Context: an optimization exercise on an open-source flow, tuned for small area, a short achievable clock period and few clock cycles per item. The choices shown serve that exercise and are no tape-out recipe. The RTL was checked by simulation tests, not by an equivalence proof against the original design.

## flow/design.v (module list and top-level ports; edited modules follow where they fit)
// module idc_controller: 30 lines
// module idc_datapath: 1658 lines
// module idc_fa: 10 lines
// module idc_gp: 8 lines
// module inclusive_day_count_between_dates: 44 lines
module inclusive_day_count_between_dates #(
	parameter int unsigned MAX_YEAR = 9999
) (
	input  logic        clk,
	input  logic        arst_n,
	input  logic        dates_valid,
	output logic        dates_ready,
	input  logic [4:0]  dates_start_day,
	input  logic [3:0]  dates_start_month,
	input  logic [13:0] dates_start_year,
	input  logic [4:0]  dates_end_day,
	input  logic [3:0]  dates_end_month,
	input  logic [13:0] dates_end_year,
	output logic        result_valid,
	input  logic        result_ready,
	output logic [21:0] result_day_count,
	output logic        result_order_error
);
  // ...
==> flow/flow/run.sh <==
#!/bin/bash
# The standard layout (the standard.sh, unchanged synthesis), with the
# port buffers made from the smallest buffer cell instead of the default
# choice; the resizer still upsizes them where timing needs it. ORFS writes
# each step's full log under orfs/logs; make's own output goes to
# standard.log.
set -uo pipefail
bash standard.sh "BUFFER_PORTS_ARGS=-buffer_cell sky130_fd_sc_hd__buf_1" finish > standard.log 2>&1
==> flow/standard.sh <==
#!/bin/bash
# synth_recipe.tcl (not shown) runs the flow's synth.tcl, then flattens the netlist and writes it again
# the make line also repeats each setting of config.mk as NAME=value (left out here)
make -C /OpenROAD-flow-scripts/flow DESIGN_CONFIG=/design/flow/config.mk WORK_HOME=/design/flow/orfs CLKGATE_MAP_FILE= SYNTH_SCRIPT=/design/flow/synth_recipe.tcl "${@:-finish}"
==> flow/config.mk <==
export PLATFORM = sky130hd
export DESIGN_NAME = inclusive_day_count_between_dates
export DESIGN_NICKNAME = inclusive_day_count_between_dates
export VERILOG_FILES = /design/flow/design.v
export SDC_FILE = /design/flow/constraint.sdc
export NUM_CORES = 4
export LEC_CHECK = 0
export CAP_MARGIN = 20
export CORE_MARGIN = 2
export CORE_UTILIZATION = 40
export CTS_BUF_LIST = sky130_fd_sc_hd__clkbuf_8
export SETUP_SLACK_MARGIN = 4.6
export SLEW_MARGIN = 20
export SYNTH_HIERARCHICAL = 1
==> flow/constraint.sdc <==
create_clock -name core_clock -period 10.0 [get_ports {clk}]
set_input_delay 2.0000 -clock core_clock [delete_from_list [all_inputs] [get_ports {clk}]]
set_output_delay 2.0000 -clock core_clock [all_outputs]
set_load 0.01 [all_outputs]
==> flow_summary_export.csv, run 1 <==
group,metric,value,unit
synthesis,synthMuxAreaShare,0.0101,
layout,design.seq.count,68,
hold_path,min_path_type,"reg -> reg",
synthesis,synthDistinctLibCells,43,
sta,fin_setup_tns,0,ps
synthesis,ys_seq_area_frac,0.216,
critical_path,r2r_cells,18,
run_status,status,"no timing/DRC/antenna violations",
critical_path,crit_path_start_kind,"input port",
grt,use_met1,0.239,
layout,layout.nets,1200,
layout,nNonClkBuffers,80,
synthesis,synth_edf_count,66,
layout,fin_area,10300,sq um
critical_path,path_cells,"buf_1, inv_1, ha_1, mux4_2, fa_1, fa_1, ha_1, a21o_1, a21o_1, a21o_1, a21o_1, xor2_1",
synthesis,synth_top_family_by_area,"adder cells",
routing,drc,0,
sta,worst_pin_slew,817,ps
sta,slew_headroom,0.454,
synthesis,synth_flop_cell,"edfxtp_1",
hold_path,hp-start,"u_ctrl.v1_q",
routing,viasPerCell,4.88,
synthesis,synth_area_per_cell,11.5,sq um
layout,drive_gt1_frac,0.0357,
cts,cts_max_level,3,
critical_path,cp_slowest_stage_delay,530,ps
cts,post_cts_buffers,0,
Testbench counts, summed over its fixed seeds: cycles 3,216, items 3,200.
==> inputs of run 2 (changes only) <==
--- a/flow/config.mk
+++ b/flow/config.mk
@@ -11,3 +11,3 @@
 export CTS_BUF_LIST = sky130_fd_sc_hd__clkbuf_8
-export SETUP_SLACK_MARGIN = 4.6
+export SETUP_SLACK_MARGIN = 4.2
 export SLEW_MARGIN = 20
==> flow_summary_export.csv, run 2 <==
group,metric,value,unit
routing,drt-total-wl,18500,um
routing,met3_length,666,um
layout,fillers,2244,
floorplanning,initial_core_util,0.404,
routing,routed-wl-met2,8280,um
sta,slew_violations,0,
layout,final_cell_mix,"ha_1 (130), fa_1 (128), a21o_1 (118)",
routing,dr_total_vias,5909,
run_status,status,"no timing/DRC/antenna violations",
grt,grt_max_degree,45,
synthesis,yosysMostFrequentCell,"ha_1",
sta,hold_viol,0,
grt,grt_usage,0.160,
synthesis,synthMuxAreaShare,0.0101,
synthesis,ys_warn_count,8,
cts,clock-root-buffer,"clkbuf_8",
critical_path,ff2ff_setup_slack,4640,ps
routing,wl_per_cell,15.3,um
grt,antenna_found_initial,0,
layout,largest_reg_flops,23,
critical_path,cp-end-kind,"register",
hold_path,whs_endpoint,"u_ctrl.v2_q",
synthesis,synthTopCellsByArea,"fa_1 (27%), edfxtp_1 (21%), ha_1 (17%), a21o_1 (9.4%), xor2_1 (5.1%)",
critical_path,critical_path_class,"reg -> reg",
synthesis,synth_top_family_by_area,"adder cells",
layout,drive_gt1_frac,0.0280,
hold_path,hp-start,"u_ctrl.v1_q",
floorplanning,core,23300,sq um
grt,grt_pass1_wl,30700,um
floorplanning,die_x,157,um
routing,viasPerCell,4.88,
job,drv_cap,0,
cts,clockBufferDepth,2,
sta,slew_headroom,0.454,
hold_path,hold_depth,1,
layout,area_growth,9.02,%
critical_path,path_cells,"inv_1, ha_1, a21oi_1, nand2_1, o21ai_0, fa_1, fa_1, fa_1, fa_1, ha_1, a21o_1, a21o_1, a21o_1, a21o_1, a21o_1, a21o_1, xnor2_1, xnor2_1",
layout,final_common_cell,"ha_1",
cts,numCtsBuffers,9,
layout,largest-register,"u_dp.r_q",
sta,rsz0062_at_grt,"no",
routing,highest_layer,"met4",
critical_path,cp.arrival,5460,ps
cts,post_cts_buffers,0,
synthesis,synth_nets,1124,
synthesis,synth_area_leader_cell,"fa_1",
critical_path,path_max_fanout,10,
sta,worst_pin_slew,817,ps
layout,num_antenna_cells,0,
synthesis,synth_compound_gate_area_share,0.122,
routing,postRouteAntennaNets,0,
critical_path,r2r_start,"u_dp.sb_q[1]",
cts,cts_resized,0,
critical_path,critPathBufInv,1,
routing,drc,0,
synthesis,synthDistinctLibCells,43,
sta,finalSetupViolCount,0,
cts,cts_hold_buf,0,
cts,cts_max_level,3,
grt,grt_pass1_vias,5933,
cts,worst_skew_pair.late_latency,370,ps
synthesis,ys_seq_area_frac,0.216,
synthesis,ys_ff_latch,68,
synthesis,yosysTopAreaCellShare,0.273,
synthesis,synth_cells,816,
floorplanning,num_io_pins,75,
routing,wl_met1,9340,um
critical_path,crit_path_start_kind,"register",
placed_design,hpwl,16100,um
routing,drtIter0Drc,261,
synthesis,synth-adder-area-share,0.446,
sta,max_freq,187,MHz
layout,layout.nets,1195,
sta,fin_setup_tns,0,ps
critical_path,cp_slowest_stage_delay,540,ps
floorplanning,die_area,24700,sq um
layout,reg_top3,"u_dp.r_q: 23 flops, u_dp.da_q: 13 flops, u_dp.v_q: 10 flops",
critical_path,crit_family,"adder cells",
layout,utilization,0.440,
synthesis,syn_area,9390,sq um
cts,clock-sinks,68,
synthesis,synth_xor_area_frac,0.0681,
critical_path,crit_required,10100,ps
synthesis,synth_commonest_cells,"ha_1 (130), fa_1 (128), a21o_1 (118)",
critical_path,crit_slowest_cell,"edfxtp_1",
synthesis,synthSimpleGateAreaFrac,0.108,
hold_path,min_path_type,"reg -> reg",
placed_design,portBuffers,74,
routing,drtPass1Iterations,4,
placed_design,place_congestion,0.789,
synthesis,synth_flop_cell,"edfxtp_1",
synthesis,synth_edf_count,66,
critical_path,r2r_cells,18,
synthesis,synth-async-reset-ratio,0.0294,
floorplanning,die-height,157,um
sta,min_period,5360,ps
grt,grt.overflow.total,0,
critical_path,r2r-end,"u_dp.r_q[22]",
synthesis,synth_area_per_cell,11.5,sq um
cts,cts_tree,"built",
cts,clk_pin_slew,80,ps
floorplanning,row_count,56,
critical_path,cp_common_cell,"a21o_1",
sta,clock_skew,5.99,ps
sta,holdWs,513,ps
sta,fin_crit_sh,0.536,
==> run 2: cell counts after synthesis <==
No cell type changed its count.
==> run 2: how the worst max path moves through the flow <==
stage,startpoint,endpoint,slack [ps],cells past startpoint
2_1_floorplan,result_ready,dates_ready,4720,3
3_5_place_dp,dates_end_month[1],u_dp.v_q[9],4380,12
4_1_cts,u_dp.sb_q[1],u_dp.r_q[22],4640,18
5_1_grt,u_dp.sb_q[1],u_dp.r_q[22],4350,18
3_3_place_gp,dates_end_month[1],u_dp.v_q[7],4470,12
6_report,u_dp.sb_q[1],u_dp.r_q[22],4640,18
==> run 2: layer usage <==
metal  track usage  vias up
li1              -     2963
met1         0.239     2826
met2         0.246      107
met3        0.0209       13
met4        0.0420        0
met5             0        -
==> run 2: final cells by class <==
class	instances	area, sq um	share of cell area
tap	319	399	0.0390
clock inverter	7	106	0.0104
multi-input combinational	678	7080	0.692
inverter	55	206	0.0202
clock buffer	9	124	0.0121
timing repair buffer	75	285	0.0279
sequential	68	2030	0.199
==> run 2: stage by stage <==
stage | worst slack [ps] | area [sq um] | instances
detailed placement | 4380 | 10000 | 1195
CTS | 4640 | 10200 | 1211
global route | 4350 | 10200 | 1211
finish | 4640 | 10200 | 1211
floorplan | 4720 | 9390 | 816
global placement | 4470 | 10000 | 1195
==> run 2: per-module statistics from Yosys (local to each module, per instance), a selection <==
module	flip-flops and latches	area, sq um
idc_controller	2	92.6
idc_datapath	66	5860
idc_fa	0	20.0
idc_gp	0	7.51
==> run 2: cell families (layout without fill, tap and decap cells) <==
logic type,count (synthesis),after routing
fa+ha+maj,258,258
flops,68,68
mux,8,8
xor+xnor,73,73
compound gates,161,161
buf+inv,70,146
simple gates,178,178
==> run 2: worst register-to-register path: stages, from the launching register on <==
cell      delay, ps
edfxtp_1        540
inv_1           140
ha_1            360
a21oi_1         200
nand2_1          90
o21ai_0         180
fa_1            500
fa_1            390
fa_1            500
fa_1            410
ha_1            330
a21o_1          210
a21o_1          150
a21o_1          210
a21o_1          240
a21o_1          210
a21o_1          170
xnor2_1         130
xnor2_1         150
==> inputs of run 3 (changes only) <==
--- a/flow/config.mk
+++ b/flow/config.mk
@@ -11,3 +11,4 @@
 export CTS_BUF_LIST = sky130_fd_sc_hd__clkbuf_8
-export SETUP_SLACK_MARGIN = 4.2
+export GPL_TIMING_DRIVEN = 1
+export SETUP_SLACK_MARGIN = 5
 export SLEW_MARGIN = 20
==> flow_summary_export.csv, run 3 <==
group,metric,value,unit
critical_path,crit_path_start_kind,"register",
routing,drt-total-wl,19000,um
layout,num_antenna_cells,0,
sta,rsz0062_at_grt,"yes",
floorplanning,initial_core_util,0.404,
critical_path,cp_common_cell,"a21o_1",
run_status,status,"no timing/DRC/antenna violations",
placed_design,placed_area,10000,sq um
routing,dr_total_vias,6033,
grt,grt.overflow.total,0,
synthesis,synth_top_family_by_area,"adder cells",
sta,finalSetupViolCount,0,
cts,cts_tree,"built",
placed_design,place_congestion,0.796,
critical_path,r2r_cells,20,
grt,grt_usage,0.160,
critical_path,crit_cells,20,
cts,cts_hold_buf,0,
layout,largest-register,"u_dp.r_q",
critical_path,crit_slowest_cell,"fa_1",
synthesis,synth_edf_count,66,
grt,antenna_found_initial,0,
synthesis,synth_cells,816,
cts,clockBufferDepth,2,
hold_path,min_path_type,"reg -> reg",
hold_path,hold_depth,1,
routing,wl_per_cell,15.4,um
placed_design,portBuffers,74,
critical_path,critical_path_class,"reg -> reg",
synthesis,synthTopCellsByArea,"fa_1 (27%), edfxtp_1 (21%), ha_1 (17%), a21o_1 (9.4%), xor2_1 (5.1%)",
synthesis,synth_commonest_cells,"ha_1 (130), fa_1 (128), a21o_1 (118)",
floorplanning,core,23300,sq um
floorplanning,die_x,157,um
cts,clk_pin_slew,80,ps
critical_path,path_max_fanout,4,
synthesis,syn_area,9390,sq um
critical_path,path_cells,"inv_2, buf_6, ha_4, nand2b_4, o21ai_2, nor2_1, a31oi_1, ha_1, fa_2, fa_1, fa_1, ha_4, a21o_1, a21o_1, a21o_1, a21o_1, a21o_1, a21o_1, xnor2_2, xnor2_1",
sta,fin_ws,5010,ps
floorplanning,die_area,24700,sq um
floorplanning,die-height,157,um
placed_design,dp_slack,4430,ps
floorplanning,row_count,56,
critical_path,cp-startpoint,"u_dp.sb_q[1]",
synthesis,synthSimpleGateAreaFrac,0.108,
routing,postRouteAntennaNets,0,
routing,drtPass1Iterations,4,
layout,final_cell_mix,"fa_1 (125), ha_1 (121), a21o_1 (118)",
grt,grt_pass1_vias,5895,
critical_path,cp_slowest_stage_delay,590,ps
sta,slew_violations,0,
critical_path,cp-end-kind,"register",
critical_path,cp.arrival,5090,ps
placed_design,hpwl,15800,um
layout,fin_area,10600,sq um
critical_path,crit_family,"adder cells",
cts,clock-root-buffer,"clkbuf_8",
synthesis,ys_warn_count,8,
synthesis,synthMuxAreaShare,0.0101,
critical_path,crit_required,10100,ps
critical_path,r2r_start,"u_dp.sb_q[1]",
cts,clock-sinks,68,
synthesis,synth_flop_cell,"edfxtp_1",
synthesis,yosysTopAreaCellShare,0.273,
cts,cts_max_level,3,
layout,area_growth,12.8,%
layout,layout.nets,1214,
layout,drive_gt1_frac,0.0966,
routing,drc,0,
sta,clock_skew,11.6,ps
cts,numCtsBuffers,9,
layout,final_common_cell,"fa_1",
grt,grt_max_degree,45,
synthesis,synth-adder-area-share,0.446,
routing,drtIter0Drc,276,
floorplanning,num_io_pins,75,
synthesis,ys_seq_area_frac,0.216,
sta,slew_headroom,0.439,
synthesis,synth_area_per_cell,11.5,sq um
sta,hold_viol,0,
sta,fin_crit_sh,0.499,
synthesis,synth_xor_area_frac,0.0681,
synthesis,ys_ff_latch,68,
routing,viasPerCell,4.90,
job,drv_cap,0,
layout,largest_reg_flops,23,
synthesis,synth_nets,1124,
synthesis,synth_area_leader_cell,"fa_1",
critical_path,ff2ff_setup_slack,5010,ps
synthesis,synthDistinctLibCells,43,
sta,min_period,4990,ps
synthesis,yosysMostFrequentCell,"ha_1",
sta,fin_setup_tns,0,ps
cts,worst_skew_pair.late_latency,360,ps
grt,grt_pass1_wl,30800,um
critical_path,critPathBufInv,2,
synthesis,synth_compound_gate_area_share,0.122,
sta,max_freq,200,MHz
sta,worst_pin_slew,841,ps
critical_path,r2r-end,"u_dp.r_q[22]",
critical_path,critPathCapture,"u_dp.r_q[22]",
layout,reg_top3,"u_dp.r_q: 23 flops, u_dp.da_q: 13 flops, u_dp.v_q: 10 flops",
synthesis,synth-async-reset-ratio,0.0294,
[run 3: cell counts after synthesis]
Identical to the previous run, type by type.
[run 3: worst min-delay path by stage]
stage | to | start
4_1_cts | u_ctrl.v2_q | u_ctrl.v1_q
6_report | u_ctrl.v2_q | u_ctrl.v1_q
5_1_grt | u_ctrl.v2_q | u_ctrl.v1_q
3_3_place_gp | u_ctrl.v2_q | u_ctrl.v1_q
3_5_place_dp | u_ctrl.v2_q | u_ctrl.v1_q
2_1_floorplan | u_ctrl.v2_q | u_ctrl.v1_q
[run 3: timing repair]
item                                    in CTS  in global routing
endpoints found under the setup margin      12                 17
cloned                                       0                  0
pin swaps                                    0                 30
setup buffers                                2                 18
resized for setup                           11                 53
[run 3: area by class of cell]
| type | count | area (sq um) |
|---|---|---|
| well taps | 319 | 399 |
| inverters | 55 | 206 |
| flip-flops and latches | 68 | 2030 |
| multi-input cells | 678 | 7280 |
| fillers | 2232 | 12700 |
| repair buffers | 94 | 478 |
| clock buffers | 9 | 124 |
| clock inverters | 7 | 77.6 |
[run 3: stage by stage]
step                      cells  utilization  hold slack (ps)
after detailed placement   1194        0.430              495
after global routing       1230        0.455              596
final                      1230        0.455              551
after global placement     1194        0.430              490
after floorplan             816            -              478
after CTS                  1212        0.440              551
[run 3: per-module statistics from Yosys (local to each module, per instance), a selection]
| module | cells inside | flops+latches |
|---|---|---|
| idc_datapath | 564 | 66 |
| idc_controller | 8 | 2 |
| idc_fa | 1 | 0 |
| idc_gp | 1 | 0 |
[run 3: kinds of logic (layout without fill, tap and decap cells)]
family / after synthesis / after routing
adder cells (fa/ha/maj): 258 / 258
AND/OR/NAND/NOR: 178 / 178
AO/OA/AOI/OAI: 161 / 161
XOR/XNOR: 73 / 73
buffers and inverters: 70 / 165
flip-flops: 68 / 68
multiplexers: 8 / 8
[run 3: routing by layer]
metal / global-route usage / vias to the layer above / wire, um
met1: 0.241 / 2936 / 9630
li1: - / 3002 / -
met3: 0.0193 / 6 / 500
met4: 0.0273 / 0 / 130
met5: 0 / - / 0
met2: 0.251 / 89 / 8700
==> inputs of run 4 (changes only) <==
--- a/flow/config.mk
+++ b/flow/config.mk
@@ -9,5 +9,5 @@
 export CORE_MARGIN = 2
-export CORE_UTILIZATION = 40
+export CORE_UTILIZATION = 65
 export CTS_BUF_LIST = sky130_fd_sc_hd__clkbuf_8
-export GPL_TIMING_DRIVEN = 1
+export PLACE_DENSITY = 0.75
 export SETUP_SLACK_MARGIN = 5
==> flow_summary_export.csv, run 4 <==
group,metric,value,unit
placed_design,portBuffers,74,
placed_design,place_congestion,0.856,
layout,layout.nets,1219,
hold_path,min_path_type,"reg -> reg",
sta,fin_setup_tns,0,ps
synthesis,synthDistinctLibCells,43,
routing,wl_per_cell,18.5,um
critical_path,crit_required,10090,ps
synthesis,synth_area_leader_cell,"fa_1",
critical_path,path_max_fanout,4,
sta,slew_headroom,0.455,
cts,worst_skew_pair.late_latency,360,ps
sta,slew_violations,0,
cts,clock-sinks,68,
routing,drt-total-wl,20200,um
routing,postRouteAntennaNets,0,
sta,worst_pin_slew,816,ps
layout,area_growth,11.1,%
routing,drtIter0Drc,336,
sta,fin_crit_sh,0.515,
synthesis,synth_edf_count,66,
critical_path,critical_path_class,"reg -> reg",
placed_design,hpwl,16200,um
synthesis,synth_commonest_cells,"ha_1 (130), fa_1 (128), a21o_1 (118)",
routing,viasPerCell,5.93,
synthesis,ys_ff_latch,68,
critical_path,crit_path_start_kind,"register",
hold_path,hold_depth,1,
cts,clockBufferDepth,2,
sta,min_period,5150,ps
grt,grt.overflow.total,0,
layout,drive_gt1_frac,0.0961,
critical_path,cp.arrival,5240,ps
cts,cts_tree,"built",
grt,grt_pass1_vias,6706,
synthesis,synth_cells,816,
synthesis,synth-async-reset-ratio,0.0294,
cts,clk_pin_slew,70,ps
layout,largest_reg_flops,23,
synthesis,yosysTopAreaCellShare,0.273,
grt,grt_usage,0.271,
floorplanning,die_area,15400,sq um
cts,cts_max_level,3,
sta,clock_skew,15.2,ps
layout,fillers,983,
synthesis,ys_warn_count,8,
layout,reg_top3,"u_dp.r_q: 23 flops, u_dp.da_q: 13 flops, u_dp.v_q: 10 flops",
synthesis,syn_area,9390,sq um
synthesis,synth_flop_cell,"edfxtp_1",
job,drv_cap,0,
floorplanning,die_x,124,um
cts,numCtsBuffers,9,
floorplanning,core,14000,sq um
sta,hold_viol,0,
sta,max_freq,194,MHz
layout,num_antenna_cells,0,
synthesis,synth_nets,1124,
sta,rsz0062_at_grt,"yes",
cts,cts_hold_buf,0,
routing,drc,0,
synthesis,ys_seq_area_frac,0.216,
layout,largest-register,"u_dp.r_q",
grt,grt_pass1_wl,31700,um
sta,finalSetupViolCount,0,
grt,antenna_found_initial,0,
routing,dr_total_vias,6501,
synthesis,synth_area_per_cell,11.5,sq um
floorplanning,row_count,43,
floorplanning,initial_core_util,0.671,
synthesis,yosysMostFrequentCell,"ha_1",
critical_path,r2r_cells,19,
critical_path,cp-end-kind,"register",
layout,final_cell_mix,"fa_1 (125), ha_1 (121), a21o_1 (118)",
cts,clock-root-buffer,"clkbuf_8",
synthesis,synthTopCellsByArea,"fa_1 (27%), edfxtp_1 (21%), ha_1 (17%), a21o_1 (9.4%), xor2_1 (5.1%)",
floorplanning,die-height,124,um
run_status,status,"no timing/DRC/antenna violations",
layout,final_common_cell,"fa_1",
floorplanning,num_io_pins,75,
routing,drtPass1Iterations,4,
grt,grt_max_degree,45,
[run 4: cell counts after synthesis]
No cell type changed its count.
[run 4: layer usage]
layer | track usage | wire [um]
met5 | 0 | 0
met4 | 0.0913 | 534
met3 | 0.0394 | 886
met2 | 0.469 | 10300
met1 | 0.352 | 8520
[run 4: logic make-up (layout without fill, tap and decap cells)]
| kind of cell | count (synthesis) | after routing | synth area share |
|---|---|---|---|
| buffers and inverters | 70 | 170 | 0.0295 |
| AOI/OAI and AO/OA | 161 | 161 | 0.122 |
| and+or+nand+nor | 178 | 178 | 0.108 |
| muxes | 8 | 8 | 0.0101 |
| xor gates and xnor gates | 73 | 73 | 0.0681 |
| adders and majority gates | 258 | 258 | 0.446 |
| DFF | 68 | 68 | 0.216 |
[run 4: layout make-up]
cell class	instances	area [sq um]	area share
multi-input combinational	678	7260	0.696
sequential	68	2030	0.195
timing repair buffer	99	494	0.0474
tap	180	225	0.0216
inverter	55	206	0.0198
clock buffer	9	124	0.0119
clock inverter	7	85.1	0.00816
[run 4: worst paths after layout]
check,start,to,slack (ps)
min reg2reg,u_ctrl.v1_q,u_ctrl.v1_q,560
min,u_ctrl.v1_q,u_ctrl.v1_q,560
max,u_dp.sb_q[0],u_dp.r_q[22],4850
max reg2reg,u_dp.sb_q[0],u_dp.r_q[22],4850
min in group asynchronous,arst_n,u_ctrl.v1_q,1420
max in group asynchronous,arst_n,u_ctrl.v2_q,8450
[run 4: worst max-delay path: stages, from the launching register on]
cell and delay [ps]:
edfxtp_1 420, inv_2 80, buf_4 150, buf_4 120, ha_1 210, nor2b_1 160, o21a_1 260, o21bai_1 210
fa_1 550, fa_1 440, fa_1 570, ha_4 230, and2_1 160, a21o_1 170, a21o_1 200, a21o_1 230
a21o_1 210, a21o_1 210, xnor2_2 140, xnor2_1 150
[run 4: per-module statistics from Yosys (local to each module, per instance), excerpt]
| module | flops+latches | copies in the design | cells |
|---|---|---|---|
| idc_gp | 0 | 116 | 1 |
| idc_controller | 2 | 1 | 8 |
| idc_fa | 0 | 128 | 1 |
| idc_datapath | 66 | 1 | 564 |
[run 4: per-stage QoR]
step / worst slack, ps / utilization / area (sq um) / hold WS (ps) / std cells
floorplan: 4940 / - / 9390 / 478 / 816
global placement: 4530 / 0.702 / 9820 / 490 / 1055
detailed placement: 4390 / 0.702 / 9820 / 518 / 1055
CTS: 4880 / 0.720 / 10100 / 566 / 1074
global route: 4740 / 0.746 / 10400 / 594 / 1096
finish: 4850 / 0.746 / 10400 / 563 / 1096
[run 4: what timing repair did]
action / CTS / global route
gates resized for setup: 12 / 40
pin swaps: 2 / 26
endpoints found under the setup margin: 16 / 13
hold endpoints to repair: 0 / 0
setup buffers: 3 / 22
==> inputs of run 5 (changes only) <==
--- a/flow/config.mk
+++ b/flow/config.mk
@@ -9,5 +9,4 @@
 export CORE_MARGIN = 2
-export CORE_UTILIZATION = 65
+export CORE_UTILIZATION = 40
 export CTS_BUF_LIST = sky130_fd_sc_hd__clkbuf_8
-export PLACE_DENSITY = 0.75
 export SETUP_SLACK_MARGIN = 5
==> flow_summary_export.csv, run 5 <==
group,metric,value,unit
sta,clock_skew,11.6,ps
placed_design,dp_slack,4430,ps
cts,clock-root-buffer,"clkbuf_8",
routing,drc,0,
synthesis,synth_area_leader_cell,"fa_1",
sta,fin_ws,5010,ps
layout,final_cell_mix,"fa_1 (125), ha_1 (121), a21o_1 (118)",
synthesis,ys_ff_latch,68,
critical_path,critical_path_class,"reg -> reg",
routing,viasPerCell,4.90,
synthesis,synthTopCellsByArea,"fa_1 (27%), edfxtp_1 (21%), ha_1 (17%), a21o_1 (9.4%), xor2_1 (5.1%)",
synthesis,syn_area,9390,sq um
placed_design,placed_area,10000,sq um
sta,hold_viol,0,
critical_path,crit_required,10100,ps
grt,grt_usage,0.160,
synthesis,synth_flop_cell,"edfxtp_1",
critical_path,ff2ff_setup_slack,5010,ps
routing,postRouteAntennaNets,0,
sta,min_period,4990,ps
cts,clock-sinks,68,
sta,fin_setup_tns,0,ps
cts,clk_pin_slew,80,ps
grt,grt_pass1_vias,5895,
cts,clockBufferDepth,2,
layout,drive_gt1_frac,0.0966,
sta,slew_headroom,0.439,
floorplanning,die_x,157,um
hold_path,hold_depth,1,
routing,drt-total-wl,19000,um
synthesis,ys_warn_count,8,
synthesis,synth_cells,816,
grt,antenna_found_initial,0,
floorplanning,die_area,24700,sq um
critical_path,r2r-end,"u_dp.r_q[22]",
layout,largest_reg_flops,23,
critical_path,path_max_fanout,4,
grt,grt.overflow.total,0,
synthesis,synth-async-reset-ratio,0.0294,
critical_path,cp-end-kind,"register",
sta,slew_violations,0,
synthesis,synth_commonest_cells,"ha_1 (130), fa_1 (128), a21o_1 (118)",
placed_design,portBuffers,74,
sta,max_freq,200,MHz
critical_path,r2r_start,"u_dp.sb_q[1]",
hold_path,hp-start,"u_ctrl.v1_q",
synthesis,ys_seq_area_frac,0.216,
sta,holdWs,551,ps
routing,drtIter0Drc,276,
routing,drtPass1Iterations,4,
cts,worst_skew_pair.late_latency,360,ps
placed_design,place_congestion,0.796,
run_status,status,"no timing/DRC/antenna violations",
floorplanning,num_io_pins,75,
floorplanning,initial_core_util,0.404,
layout,area_growth,12.8,%
grt,grt_max_degree,45,
critical_path,cp.arrival,5090,ps
synthesis,synth_edf_count,66,
job,drv_cap,0,
grt,grt_pass1_wl,30800,um
routing,wl_per_cell,15.4,um
layout,layout.nets,1214,
layout,reg_top3,"u_dp.r_q: 23 flops, u_dp.da_q: 13 flops, u_dp.v_q: 10 flops",
hold_path,whs_endpoint,"u_ctrl.v2_q",
floorplanning,row_count,56,
critical_path,crit_path_start_kind,"register",
critical_path,r2r_cells,20,
layout,num_antenna_cells,0,
cts,numCtsBuffers,9,
placed_design,hpwl,15800,um
routing,dr_total_vias,6033,
sta,fin_crit_sh,0.499,
synthesis,synth_area_per_cell,11.5,sq um
layout,final_common_cell,"fa_1",
synthesis,yosysTopAreaCellShare,0.273,
sta,finalSetupViolCount,0,
cts,cts_max_level,3,
layout,largest-register,"u_dp.r_q",
sta,worst_pin_slew,841,ps
sta,rsz0062_at_grt,"yes",
synthesis,synthDistinctLibCells,43,
layout,fin_area,10600,sq um
synthesis,yosysMostFrequentCell,"ha_1",
cts,cts_tree,"built",
floorplanning,core,23300,sq um
hold_path,min_path_type,"reg -> reg",
synthesis,synth_nets,1124,
floorplanning,die-height,157,um
## run 5: changes by cell type in the layout (fill, tap and decap cells not counted), moves of 2 or more
| cell | before | now |
|---|---|---|
| buf_4 | 25 | 18 |
| inv_6 | 0 | 4 |
| buf_6 | 1 | 4 |
| clkbuf_2 | 10 | 7 |
| clkbuf_4 | 1 | 4 |
| inv_1 | 54 | 52 |
## run 5: how the worst max path moves through the flow
stage                                  start  cells past startpoint      endpoint  slack (ps)
after floorplan           dates_end_month[1]                     11   u_dp.v_q[7]        4940
after global placement    dates_end_month[1]                     12   u_dp.v_q[9]        4480
after detailed placement  dates_end_month[1]                     12   u_dp.v_q[9]        4430
after CTS                       u_dp.sb_q[0]                     18  u_dp.r_q[22]        4860
after global routing            u_dp.sb_q[1]                     20  u_dp.r_q[22]        4840
final                           u_dp.sb_q[1]                     20  u_dp.r_q[22]        5010
## run 5: metal layers
layer | GRT usage | part of all wire
met5 | 0 | 0
met4 | 0.0273 | 0.0069
met3 | 0.0193 | 0.026
met2 | 0.251 | 0.46
met1 | 0.241 | 0.51
## run 5: layout make-up
| class | instances | area, sq um |
|---|---|---|
| clock buffers | 9 | 124 |
| clock inverters | 7 | 77.6 |
| fillers | 2232 | 12700 |
| inverters | 55 | 206 |
| multi-input cells | 678 | 7280 |
| flip-flops and latches | 68 | 2030 |
| well taps | 319 | 399 |
| repair buffers | 94 | 478 |
## run 5: worst max-delay path, cell delays in order, from the launching register on
cell and delay, ps:
edfxtp_1 410, inv_2 80, buf_6 120, ha_4 140, nand2b_4 130, o21ai_2 60, nor2_1 50, a31oi_1 230
ha_1 290, fa_2 380, fa_1 510, fa_1 590, ha_4 230, a21o_1 150, a21o_1 190, a21o_1 240
a21o_1 240, a21o_1 200, a21o_1 200, xnor2_2 130, xnor2_1 150
## run 5: what timing repair did
item                       4_1_cts  5_1_grt
setup endpoints to repair       12       17
gates resized for setup         11       53
pin swaps                        0       30
hold buffers                     0        0
setup buffers                    2       18
## run 5: modules after synthesis, one instance, submodules excluded, a selection
module / cells / flip-flops and latches
idc_datapath: 564 / 66
idc_fa: 1 / 0
idc_controller: 8 / 2
idc_gp: 1 / 0
## run 5: cell families (layout without fill, tap and decap cells)
group / after synthesis / after routing / synth area share
fa+ha+maj: 258 / 258 / 0.446
simple gates: 178 / 178 / 0.108
compound gates: 161 / 161 / 0.122
xor+xnor: 73 / 73 / 0.0681
buf+inv: 70 / 165 / 0.0295
flops: 68 / 68 / 0.216
mux: 8 / 8 / 0.0101
## run 5: through the flow
step | instances | util
finish | 1230 | 0.455
global route | 1230 | 0.455
CTS | 1212 | 0.440
detailed placement | 1194 | 0.430
global placement | 1194 | 0.430
floorplan | 816 | -
==> inputs of run 6 (changes only) <==
--- a/flow/flow/run.sh
+++ b/flow/flow/run.sh
@@ -7,2 +7,2 @@
 set -uo pipefail
-bash standard.sh "BUFFER_PORTS_ARGS=-buffer_cell sky130_fd_sc_hd__buf_1" finish > standard.log 2>&1
+bash standard.sh "BUFFER_PORTS_ARGS=-buffer_cell sky130_fd_sc_hd__buf_1" SETUP_SLACK_MARGIN=5.4 finish > standard.log 2>&1
==> flow_summary_export.csv, run 6 <==
group,metric,value,unit
floorplanning,num_io_pins,75,
sta,rsz0062_at_grt,"yes",
floorplanning,die_x,157,um
cts,clk_pin_slew,90,ps
placed_design,dp_slack,4420,ps
synthesis,synth_nets,1124,
sta,worst_pin_slew,843,ps
layout,num_antenna_cells,0,
synthesis,synth_flop_cell,"edfxtp_1",
critical_path,path_max_fanout,6,
critical_path,crit_family,"adder cells",
floorplanning,row_count,56,
synthesis,synthMuxAreaShare,0.0101,
grt,grt_pass1_wl,33300,um
synthesis,ys_seq_area_frac,0.216,
critical_path,crit_required,10100,ps
synthesis,synthTopCellsByArea,"fa_1 (27%), edfxtp_1 (21%), ha_1 (17%), a21o_1 (9.4%), xor2_1 (5.1%)",
cts,clockBufferDepth,2,
layout,drive_gt1_frac,0.149,
synthesis,synth_compound_gate_area_share,0.122,
layout,area_growth,17.8,%
synthesis,ys_warn_count,8,
hold_path,hold_depth,1,
synthesis,synth_area_per_cell,11.5,sq um
critical_path,crit_path_start_kind,"register",
cts,numCtsBuffers,9,
critical_path,crit_cells,19,
routing,drtPass1Iterations,4,
sta,fin_crit_sh,0.486,
routing,dr_total_vias,6211,
routing,wl_per_cell,16.2,um
critical_path,ff2ff_setup_slack,5140,ps
cts,clock-sinks,68,
synthesis,synth_area_leader_cell,"fa_1",
routing,drtIter0Drc,291,
synthesis,ys_ff_latch,68,
critical_path,path_cells,"buf_4, ha_1, nand2b_1, nand2_1, nand3_2, o31ai_2, ha_1, fa_1, fa_1, fa_1, ha_1, and2_1, and2_1, a21o_1, a21o_1, buf_4, a21o_1, a21o_1, xor2_1",
synthesis,synth-async-reset-ratio,0.0294,
layout,reg_top3,"u_dp.r_q: 23 flops, u_dp.da_q: 13 flops, u_dp.v_q: 10 flops",
layout,layout.nets,1245,
floorplanning,initial_core_util,0.404,
cts,worst_skew_pair.late_latency,370,ps
synthesis,yosysMostFrequentCell,"ha_1",
sta,max_freq,206,MHz
cts,clock-root-buffer,"clkbuf_8",
layout,largest_reg_flops,23,
placed_design,portBuffers,74,
layout,final_common_cell,"fa_1",
sta,fin_setup_tns,0,ps
floorplanning,die-height,157,um
routing,postRouteAntennaNets,0,
routing,drt-total-wl,20500,um
layout,final_cell_mix,"fa_1 (123), a21o_1 (118), ha_1 (117)",
placed_design,place_congestion,0.848,
critical_path,r2r_cells,19,
critical_path,cp-end-kind,"register",
grt,grt_usage,0.176,
sta,fin_ws,5140,ps
synthesis,synthSimpleGateAreaFrac,0.108,
critical_path,cp-startpoint,"u_dp.sb_q[1]",
sta,finalSetupViolCount,0,
grt,grt.overflow.total,0,
routing,viasPerCell,4.93,
critical_path,cp_slowest_stage_delay,530,ps
critical_path,crit_slowest_cell,"fa_1",
critical_path,cp_common_cell,"a21o_1",
sta,min_period,4860,ps
synthesis,synth-adder-area-share,0.446,
synthesis,synth_top_family_by_area,"adder cells",
grt,antenna_found_initial,0,
critical_path,r2r_start,"u_dp.sb_q[1]",
cts,cts_tree,"built",
critical_path,critical_path_class,"reg -> reg",
critical_path,critPathCapture,"u_dp.r_q[19]",
synthesis,synthDistinctLibCells,43,
synthesis,synth_cells,816,
hold_path,min_path_type,"reg -> reg",
critical_path,cp.arrival,4960,ps
grt,grt_pass1_vias,6450,
synthesis,synth_edf_count,66,
synthesis,yosysTopAreaCellShare,0.273,
job,drv_cap,0,
grt,grt_max_degree,25,
critical_path,critPathBufInv,2,
critical_path,r2r-end,"u_dp.r_q[19]",
synthesis,synth_xor_area_frac,0.0681,
synthesis,synth_commonest_cells,"ha_1 (130), fa_1 (128), a21o_1 (118)",
floorplanning,core,23300,sq um
placed_design,hpwl,16400,um
run_status,status,"no timing/DRC/antenna violations",
cts,cts_max_level,3,
synthesis,syn_area,9390,sq um
sta,slew_violations,0,
floorplanning,die_area,24700,sq um
layout,largest-register,"u_dp.r_q",
sta,slew_headroom,0.437,
sta,hold_viol,0,
sta,clock_skew,16.5,ps
routing,drc,0,
==> run 6: repair_timing <==
item | in CTS | in global routing
buffers inserted | 44 | 5
hold buffers | 0 | 0
pin swaps | 44 | 32
resized for setup | 73 | 35
endpoints found under the setup margin | 32 | 36
cloned | 2 | 0
==> run 6: worst min-delay path by stage <==
stage,start,end
6_report,u_dp.da_q[11],u_dp.r_q[22]
5_1_grt,u_ctrl.v2_q,u_dp.v_q[3]
4_1_cts,u_ctrl.v2_q,u_dp.v_q[1]
3_5_place_dp,u_ctrl.v1_q,u_ctrl.v2_q
3_3_place_gp,u_ctrl.v1_q,u_ctrl.v2_q
2_1_floorplan,u_ctrl.v1_q,u_ctrl.v2_q
==> run 6: cell type report <==
type                            count  area [sq um]
Tap cell                          319           399
Clock buffer                        9           124
Inverter                           55           219
Clock inverter                      7          81.3
Multi-Input combinational cell    680          7380
Timing Repair Buffer              123           831
Sequential cell                    68          2030
Fill cell                        2181         12200
==> run 6: per-layer routing <==
| metal | share of wire | global-route usage | wire [um] |
|---|---|---|---|
| met5 | 0 | 0 | 0 |
| met4 | 0.024 | 0.0537 | 486 |
| met3 | 0.035 | 0.0240 | 707 |
| met2 | 0.47 | 0.284 | 9600 |
| met1 | 0.47 | 0.246 | 9690 |
==> run 6: modules after synthesis, one instance, submodules excluded, a selection <==
| module | cell area, sq um | cells inside | copies in the design |
|---|---|---|---|
| idc_datapath | 5860 | 564 | 1 |
| idc_controller | 92.6 | 8 | 1 |
| idc_fa | 20.0 | 1 | 128 |
| idc_gp | 7.51 | 1 | 116 |
==> run 6: stage by stage <==
stage	cells	hold WS, ps	util	area [sq um]
after floorplan	816	478	-	9460
after global placement	1194	487	0.433	10100
after detailed placement	1194	489	0.433	10100
after CTS	1256	808	0.467	10900
after global routing	1261	872	0.476	11100
final	1261	860	0.476	11100
==> run 6: logic make-up (layout without fill, tap and decap cells) <==
logic type	Yosys count	count (layout)
adder cells (fa/ha/maj)	258	258
AO/OA/AOI/OAI	161	161
buffers and inverters	70	194
flip-flops	68	68
multiplexers	8	8
AND/OR/NAND/NOR	178	180
XOR/XNOR	73	73
==> run 6: worst reg2reg max path, stage by stage (launching register included) <==
cell and delay [ps]:
edfxtp_1 470, buf_4 200, ha_1 190, nand2b_1 90
nand2_1 90, nand3_2 140, o31ai_2 90, ha_1 300
fa_1 400, fa_1 530, fa_1 420, ha_1 330
and2_1 180, and2_1 140, a21o_1 190, a21o_1 200
buf_4 150, a21o_1 170, a21o_1 160, xor2_1 160

==> port drivers added, routing unchanged <==
No port has a modelled driver above. Below, the same layouts with a new extraction and two added sets of constraints.
Step 1 sets driving cells, clkbuf_16 on the clock port and buf_2 on the other inputs (assumed; they add their load-dependent delay and slew).
Step 2 also shifts input and output timing later by t, the mid clock arrival at the registers, as if the neighbouring blocks saw the same clock.
Slacks: ideal ports / drivers / drivers and shift; pairs: ideal ports / drivers.
| run | shift t [ns] | slack for setup (ns) | worst setup path at the end | clock arrival spread, ns | cell pins on the clock port's net |
|---|---|---|---|---|---|
| run 1 | 0.400 | 4.736 / 4.752 / 4.352 | input to register | 0.007 / 0.007 | 1 |
| run 2 | 0.400 | 4.640 / 4.640 / 4.348 | input to register | 0.007 / 0.007 | 1 |
| run 3 | 0.387 | 5.012 / 5.012 / 4.708 | input to register | 0.012 / 0.011 | 1 |
| run 4 | 0.386 | 4.847 / 4.847 / 4.684 | input to register | 0.016 / 0.015 | 1 |
| run 5 | 0.387 | 5.012 / 5.012 / 4.708 | input to register | 0.012 / 0.011 | 1 |
| run 6 | 0.394 | 5.145 / 5.145 / 4.778 | input to register | 0.016 / 0.016 | 1 |
After both steps setup and hold are still met in every run listed. The setup slack of run 1, which loses most, moves by +0.016 ns with the drivers and by -0.384 ns with both steps.
